What follows belongs to an exercise in optimizing a design on an open flow for small area; a production flow would make more cautious choices.
Only simulation tests tie the RTL to the original design; equivalence was not proved.
Power is estimated from default activity; no workload was simulated.

==> module rv_regfile_mp, before the edit <==
module rv_regfile_mp
#(
  parameter int  XLEN  = rv_regfile_pkg::XLEN_DEF,
  parameter int  NREGS = rv_regfile_pkg::NREGS_DEF,
  parameter int  NRD   = 2,
  localparam int AW    = $clog2(NREGS),
  localparam int CW    = rv_regfile_pkg::cnt_w(NREGS)
) (
  input  logic                clk,
  input  logic                rst,
  input  logic [NRD*AW-1:0]   rd_addr_i,
  output logic [NRD*XLEN-1:0] rd_data_o,
  output logic [NRD-1:0]      rd_busy_o,
  input  logic                claim_valid_i,
  input  logic [AW-1:0]       claim_addr_i,
  output logic                claim_ready_o,
  input  logic                wb_valid_i,
  input  logic [AW-1:0]       wb_addr_i,
  input  logic [XLEN-1:0]     wb_data_i,
  output logic [CW-1:0]       pending_cnt_o
);
  localparam int NG = (NREGS - 1) / 3;    
  logic [NREGS-1:0][XLEN-1:0] regs_q;     
  logic [NREGS-1:0][XLEN-1:0] regs_d;
  logic [NREGS-1:0]           valid_q;    
  logic [NREGS-1:0]           busy_q;     
  logic [NREGS-1:0]           busy;
  logic [NREGS-1:0]           we, we_n, cl;
  logic [CW-1:0]              cnt_q;
  logic                       wb_fire, claim_fire, inc, dec;
  assign busy = {busy_q[NREGS-1:1], 1'b0};
  assign wb_fire       = wb_valid_i && (wb_addr_i != '0);
  assign claim_ready_o = claim_valid_i && !busy[claim_addr_i];
  assign claim_fire    = claim_ready_o && (claim_addr_i != '0);
  assign inc = claim_fire;
  assign dec = wb_fire && busy[wb_addr_i];
  always_ff @(posedge clk or posedge rst) begin
    if (rst) begin
      cnt_q <= '0;
    end else if (inc && !dec) begin
      cnt_q <= cnt_q + 1'b1;
    end else if (dec && !inc) begin
      cnt_q <= cnt_q - 1'b1;
    end
  end
  assign pending_cnt_o = cnt_q;
  assign we[0]   = 1'b0;
  assign we_n[0] = 1'b1;
  assign cl[0]   = 1'b0;
  assign regs_d[0] = '0;
  for (genvar r = 1; r < NREGS; r++) begin : g_reg
    assign we[r]   = wb_valid_i && (wb_addr_i == AW'(r));
    assign we_n[r] = !we[r];
    assign cl[r]   = claim_fire && (claim_addr_i == AW'(r));
    always_ff @(posedge clk or posedge rst) begin
      if (rst) begin
        valid_q[r] <= 1'b0;
        busy_q[r]  <= 1'b0;
      end else begin
        if (we[r]) valid_q[r] <= 1'b1;
        if (cl[r])      busy_q[r] <= 1'b1;
        else if (we[r]) busy_q[r] <= 1'b0;
      end
    end
    rv_rf_wmux #(.W(XLEN)) u_wmux (
      .q_i    (regs_q[r]),
      .d_i    (wb_data_i),
      .we_i   (we[r]),
      .we_n_i (we_n[r]),
      .q_o    (regs_d[r])
    );
    always_ff @(posedge clk) begin
      regs_q[r] <= regs_d[r];
    end
  end
  assign valid_q[0] = 1'b0;
  assign busy_q[0]  = 1'b0;
  assign regs_q[0]  = '0;
  for (genvar i = 0; i < NRD; i++) begin : g_rd
    logic [AW-1:0]           ra;
    logic [NREGS-1:0]        dec_oh, sel;
    logic [NG-1:0][XLEN-1:0] grp_n;
    assign ra = rd_addr_i[i*AW +: AW];
    always_comb begin
      for (int r = 0; r < NREGS; r++) begin
        dec_oh[r] = (ra == AW'(r)) && (r != 0);
        sel[r]    = dec_oh[r] && valid_q[r];
      end
    end
    assign rd_busy_o[i] = |(dec_oh & busy);
    for (genvar g = 0; g < NG; g++) begin : g_grp
      rv_rf_aoi3 #(.W(XLEN)) u_aoi (
        .a_i  (regs_q[3*g+1]),
        .b_i  (regs_q[3*g+2]),
        .c_i  (regs_q[3*g+3]),
        .sa_i (sel[3*g+1]),
        .sb_i (sel[3*g+2]),
        .sc_i (sel[3*g+3]),
        .y_no (grp_n[g])
      );
    end
    rv_rf_rdor #(.W(XLEN), .G(NG)) u_or (
      .g_ni (grp_n),
      .d_i  (regs_q[NREGS-1]),
      .s_i  (sel[NREGS-1]),
      .y_o  (rd_data_o[i*XLEN +: XLEN])
    );
  end
endmodule
==> flow/config.mk <==
export PLATFORM = sky130hd
export DESIGN_NAME = rv_regfile_mp
export DESIGN_NICKNAME = rv_regfile_mp
export VERILOG_FILES = /design/flow/design.v
export SDC_FILE = /design/flow/constraint.sdc
export NUM_CORES = 4
export LEC_CHECK = 0
export CAP_MARGIN = 20
export CORE_MARGIN = 2
export CORE_UTILIZATION = 45
export CTS_BUF_LIST = sky130_fd_sc_hd__clkbuf_16
export CTS_CLUSTER_DIAMETER = 100
export CTS_CLUSTER_SIZE = 25
export SLEW_MARGIN = 20
export SYNTH_HIERARCHICAL = 1
==> flow/constraint.sdc <==
create_clock -name core_clock -period 8.0 [get_ports {clk}]
set_input_delay 1.6000 -clock core_clock [delete_from_list [all_inputs] [get_ports {clk}]]
set_output_delay 1.6000 -clock core_clock [all_outputs]
set_load 0.01 [all_outputs]
standard.sh (not shown) runs the stock make flow with config.mk's settings and CLKGATE_MAP_FILE= SYNTH_SCRIPT=/design/flow/synth_recipe.tcl, a recipe that flattens the netlist after the stock synthesis.
==> flow/flow/run.sh <==
#!/bin/bash
# Standard layout with two changes: ports are buffered with the smallest buffer
# (buf_1) and clock tree synthesis builds no dummy loads.
set -euo pipefail
bash standard.sh \
  "BUFFER_PORTS_ARGS=-buffer_cell sky130_fd_sc_hd__buf_1" \
  "CTS_ARGS=-sink_clustering_enable -repair_clock_nets -dont_use_dummy_load -buf_list sky130_fd_sc_hd__clkbuf_16 -sink_clustering_size 25 -sink_clustering_max_diameter 100" \
  finish > standard_flow.log 2>&1
Change:
--- a/flow/design.v
+++ b/flow/design.v
@@ -84,8 +84,12 @@
   assign busy = {busy_q[NREGS-1:1], 1'b0};
   assign wb_fire       = wb_valid_i && (wb_addr_i != '0);
-  assign claim_ready_o = claim_valid_i && !busy[claim_addr_i];
-  assign claim_fire    = claim_ready_o && (claim_addr_i != '0);
+  logic [NREGS-1:0] cdec;
+  for (genvar r = 0; r < NREGS; r++) begin : g_cdec
+    assign cdec[r] = (claim_addr_i == AW'(r)) && (r != 0);
+  end
+  assign claim_ready_o = claim_valid_i && !(|(cdec & busy));
+  assign claim_fire    = claim_valid_i && (claim_addr_i != '0) && !(|(cdec & busy));
   assign inc = claim_fire;
-  assign dec = wb_fire && busy[wb_addr_i];
+  assign dec = |(we & busy);
   always_ff @(posedge clk or posedge rst) begin
     if (rst) begin
@@ -105,5 +109,5 @@
     assign we[r]   = wb_valid_i && (wb_addr_i == AW'(r));
     assign we_n[r] = !we[r];
-    assign cl[r]   = claim_fire && (claim_addr_i == AW'(r));
+    assign cl[r]   = claim_fire && cdec[r];
     always_ff @(posedge clk or posedge rst) begin
       if (rst) begin
After rerunning: Wire length goes down by 1.2%. Sequential power barely changes. Utilization falls by 0.25 points. Hold slack barely changes. Die area hardly moves. Final cell count drops by 1.5%. Design area falls by 0.68%. Setup slack gets worse by 0.18 ns. Via count barely changes. Non-clock buffer count drops by 22. Register-to-register slack degrades by 0.50 ns. Critical path depth came out lower by 1. Fmax shrinks by 2.7%.

==> what the ideal ports hide <==
How much do the figures lean on ideal ports? The routed layouts below were timed once more, with nothing changed but the port constraints.
Step 1: set_driving_cell puts a clkbuf_16 on clk and a buf_2 on each other input, an assumption about the parent block.
Step 2 moves the port delays by t, midway between the first and last clock arrival at a register: inputs arrive t later, outputs are due t later. That takes back most of the time a late clock gives input paths.
Three values: no drivers, after step 1, after step 2; two values: the first two.
| run | t (ns) | slack for setup (ns) | latest minus earliest clock arrival (ns) | worst register clock-pin slew, ns | worst data-port slew with drivers (ns) |
|---|---|---|---|---|---|
| the first run | 0.740 | 1.323 / 1.282 / 1.282 | 0.053 / 0.053 | 0.11 / 0.11 | 0.09 |
| the second run | 0.726 | 1.138 / 1.078 / 1.078 | 0.093 / 0.093 | 0.11 / 0.11 | 0.13 |
After both steps setup and hold are still met in every run listed. For the second run, which loses most, drivers alone change the setup slack by -0.060 ns; drivers and shift together by -0.060 ns.
